What follows belongs to an exercise in optimizing a design on an open flow for small area, a short achievable clock period and few clock cycles per item; a production flow would make more cautious choices. The RTL was checked by simulation tests, not by an equivalence proof against the original design. Power is estimated from default activity; no workload was simulated.

alpha:
// fan_step_hysteresis_level
module fan_step_hysteresis_level #(
	parameter int LEVELS = fshl_pkg::LEVELS_DEF
) (
	input  logic                           clk,
	input  logic                           arst_n,
	input  logic                           in_valid,
	output logic                           in_stall,
	input  fshl_pkg::temp_t                cpu_temp,
	input  fshl_pkg::temp_t                temp_regulator,
	input  fshl_pkg::temp_t                charger_temp,
	input  logic                           powered,
	output logic                           out_valid,
	input  logic                           out_stall,
	output logic [fshl_pkg::RPM_W-1:0]     target_rpm,
	output logic [fshl_pkg::LEVEL_W-1:0]   fan_level,
	input  logic                           cfg_valid,
	output logic                           cfg_ready,
	input  logic [fshl_pkg::CFG_IDX_W-1:0] cfg_index,
	input  logic [fshl_pkg::CFG_DATA_W-1:0] cfg_data
);
	localparam int LW = $clog2(LEVELS);
	fshl_pkg::level_word_t level_reg_q [LEVELS];
	logic [LEVELS-1:0]     level_ok_q;
	fshl_pkg::temp_t last_cpu_q, last_reg_q, last_chg_q;
	logic            last_ok_q;
	logic              s1_valid_q;
	logic              s1_fell_q, s1_rose_q;
	logic [LEVELS-1:0] s1_up_q, s1_dn_q;
	logic           s2_valid_q;
	logic [LW-1:0]  level_now_q;
	logic           out_valid_q;
	logic [LW-1:0]  fan_level_q;
	fshl_pkg::rpm_t rpm_q;
  ...
Size in the first run: about 1500 cells after synthesis, about 130 I/O pins, roughly 21000 um^2 of cells after synthesis.
make LEC_CHECK=0 CAP_MARGIN=20 CORE_MARGIN=2 CORE_UTILIZATION=40 CTS_BUF_LIST=sky130_fd_sc_hd__clkbuf_16 CTS_CLUSTER_DIAMETER=60 CTS_CLUSTER_SIZE=24 SETUP_SLACK_MARGIN=3.0 SLEW_MARGIN=20 finish   # period 5.0 ns
run.sh (not shown) runs the stock make flow with config.mk's settings and CLKGATE_MAP_FILE= SYNTH_SCRIPT=/design/flow/synth_recipe.tcl, a recipe that flattens the netlist after the stock synthesis.
alpha: done, clean on timing, DRC and antenna
Testbench counts of alpha, summed over its fixed seeds: cycles 4,822, items 4,255.
Here is what was changed in the inputs of beta compared with alpha.
# alpha
export LEC_CHECK = 0
export CAP_MARGIN = 20
export CORE_MARGIN = 2
export CORE_UTILIZATION = 40
export CTS_BUF_LIST = sky130_fd_sc_hd__clkbuf_16
export CTS_CLUSTER_DIAMETER = 60
export CTS_CLUSTER_SIZE = 24
export SETUP_SLACK_MARGIN = 3.0
export SLEW_MARGIN = 20
create_clock -name core_clock -period 5.0 [get_ports {clk}]
# beta
export LEC_CHECK = 0
export CAP_MARGIN = 20
export CORE_MARGIN = 2
export CORE_UTILIZATION = 65
export PLACE_DENSITY = 0.8
export SETUP_SLACK_MARGIN = 3.0
export SLEW_MARGIN = 20
create_clock -name core_clock -period 5.0 [get_ports {clk}]
==> run notes <==
- A critical path launch point of cpu_temp[0] is what beta shows, while out_stall belongs to alpha.
- When beta is set beside alpha, its number of buffers created by CTS turns out to be about 34% larger.
- Number of buffer and inverter instances along the worst setup path ends up higher on alpha.
- On half-perimeter wire length of the detailed placement result, alpha loses to beta.
- The higher share of layout cells above drive strength 1 of beta and alpha is in alpha.
- Taking alpha as the reference point, the setup slack of beta falls by 0.060 ns.
- Highest fanout seen on the critical path was lower in the run labelled alpha.
- Of beta and alpha, the run reporting the lower combinational share of power was beta.
Here is what was changed in the inputs of gamma compared with beta.
# beta
export LEC_CHECK = 0
export CAP_MARGIN = 20
export CORE_MARGIN = 2
export CORE_UTILIZATION = 65
export PLACE_DENSITY = 0.8
export SETUP_SLACK_MARGIN = 3.0
export SLEW_MARGIN = 20
create_clock -name core_clock -period 5.0 [get_ports {clk}]
# gamma
export LEC_CHECK = 0
export CAP_MARGIN = 20
export CORE_MARGIN = 2
export CORE_UTILIZATION = 40
export SETUP_SLACK_MARGIN = 3.0
export SLEW_MARGIN = 20
create_clock -name core_clock -period 5.0 [get_ports {clk}]
==> flow/flow/run.sh (new file) <==
#!/bin/bash
# Own layout flow: the standard layout (standard.sh, unchanged synthesis) with extra
# ORFS settings in a config that includes the standard flow's config.mk:
#  - port buffers start as buf_1 (repair still resizes them where timing needs it);
#  - power recovery after global routing downsizes cells on paths with slack.
# Each tool's output goes to a log file in this folder.
set -euo pipefail
here=$(pwd)
{
	echo "include $here/config.mk"
	echo "export BUFFER_PORTS_ARGS = -buffer_cell sky130_fd_sc_hd__buf_1"
	echo "export RECOVER_POWER = 100"
} > "$here/flow_config.mk"
sed "s#DESIGN_CONFIG=[^ ]*#DESIGN_CONFIG=$here/flow_config.mk#" standard.sh > own_standard.sh
bash own_standard.sh > flow_make.log 2>&1
==> flow/standard.sh (new file) <==
#!/bin/bash
# synth_recipe.tcl (not shown) runs the flow's synth.tcl, then flattens the netlist and writes it again
# the make line also repeats each setting of config.mk as NAME=value (left out here)
make -C /OpenROAD-flow-scripts/flow DESIGN_CONFIG=/design/flow/config.mk WORK_HOME=/design/flow/orfs CLKGATE_MAP_FILE= SYNTH_SCRIPT=/design/flow/synth_recipe.tcl "${@:-finish}"
removed: flow/run.sh
==> comparison <==
| gamma | all stages done | FAIL | max-capacitance violations, max-slew violations |
Buffering overhead in gamma is 4.9 points lower than in beta
Taking beta as the reference, in gamma maximum achievable frequency shows a reduction of 27%; total die area saw an increase; clock-buffer cell count went up by about 7%.
Compared to beta, gamma has part of the total power dissipated in sequential elements 0.5 points lower.
The synthesis-to-finish area growth reported for gamma is smaller than that of beta by 5.1 points.
Final worst slack, beta and gamma: higher on beta
What delta does differently from gamma at the input level:
# gamma
export LEC_CHECK = 0
export CAP_MARGIN = 20
export CORE_MARGIN = 2
export CORE_UTILIZATION = 40
export SETUP_SLACK_MARGIN = 3.0
export SLEW_MARGIN = 20
create_clock -name core_clock -period 5.0 [get_ports {clk}]
# delta
export LEC_CHECK = 0
export CAP_MARGIN = 20
export CORE_MARGIN = 2
export CORE_UTILIZATION = 40
export SETUP_SLACK_MARGIN = 4.0
export SLEW_MARGIN = 20
create_clock -name core_clock -period 5.0 [get_ports {clk}]
==> flow/run.sh (new file) <==
#!/bin/bash
# synth_recipe.tcl (not shown) runs the flow's synth.tcl, then flattens the netlist and writes it again
# the make line also repeats each setting of config.mk as NAME=value (left out here)
make -C /OpenROAD-flow-scripts/flow DESIGN_CONFIG=/design/flow/config.mk WORK_HOME=/design/flow/orfs CLKGATE_MAP_FILE= SYNTH_SCRIPT=/design/flow/synth_recipe.tcl finish
removed: flow/flow/run.sh
removed: flow/standard.sh
[summary]
- The run showing the greater critical path depth is gamma.
- delta | status: complete | timing, DRC, antenna: pass
- delta vs gamma on total non-filler cell area in the finished layout: delta is the higher one.
- Number of gates given a new drive strength after cts was higher in delta than in gamma.
- From gamma to delta the numbers moved as follows: setup slack shows an increase of 1.02 ns; highest attainable clock frequency went up; worst reg2reg path depth went up 1; via count went up.
- Total met2 wirelength after detailed routing, gamma and delta: higher on delta
- delta against gamma; first-iteration DRC count is up by more than a quarter.

port drivers added, routing unchanged:
In the flow no input, the clock included, has a driving cell. The finished layouts below were timed again as built, in two steps. Step 1 sets driving cells, clkbuf_16 on the clock port and buf_2 on the other inputs (assumed; they add their load-dependent delay and slew). Step 2 also shifts input and output timing later by t, the mid clock arrival at the registers, as if the neighbouring blocks saw the same clock. a / b / c = no drivers / after step 1 / after step 2; a / b = the first two.
run | t, ns | slack for setup (ns) | hold WS [ns] | worst setup path after step 2 | clock arrival spread, ns
alpha | 0.635 | 2.540 / 2.502 / 1.930 | 0.510 / 0.510 / 0.510 | input to register | 0.039 / 0.039
beta | 0.601 | 2.480 / 2.463 / 1.863 | 0.529 / 0.529 / 0.529 | input to register | 0.026 / 0.026
gamma | 0.649 | 1.532 / 1.558 / 0.909 | 0.522 / 0.508 / 0.522 | input to register | 0.026 / 0.026
delta | 0.659 | 2.555 / 2.460 / 1.904 | 0.423 / 0.427 / 0.498 | input to register | 0.021 / 0.021
The setup slack of delta, which loses most, moves by -0.095 ns with the drivers and by -0.651 ns with both steps.
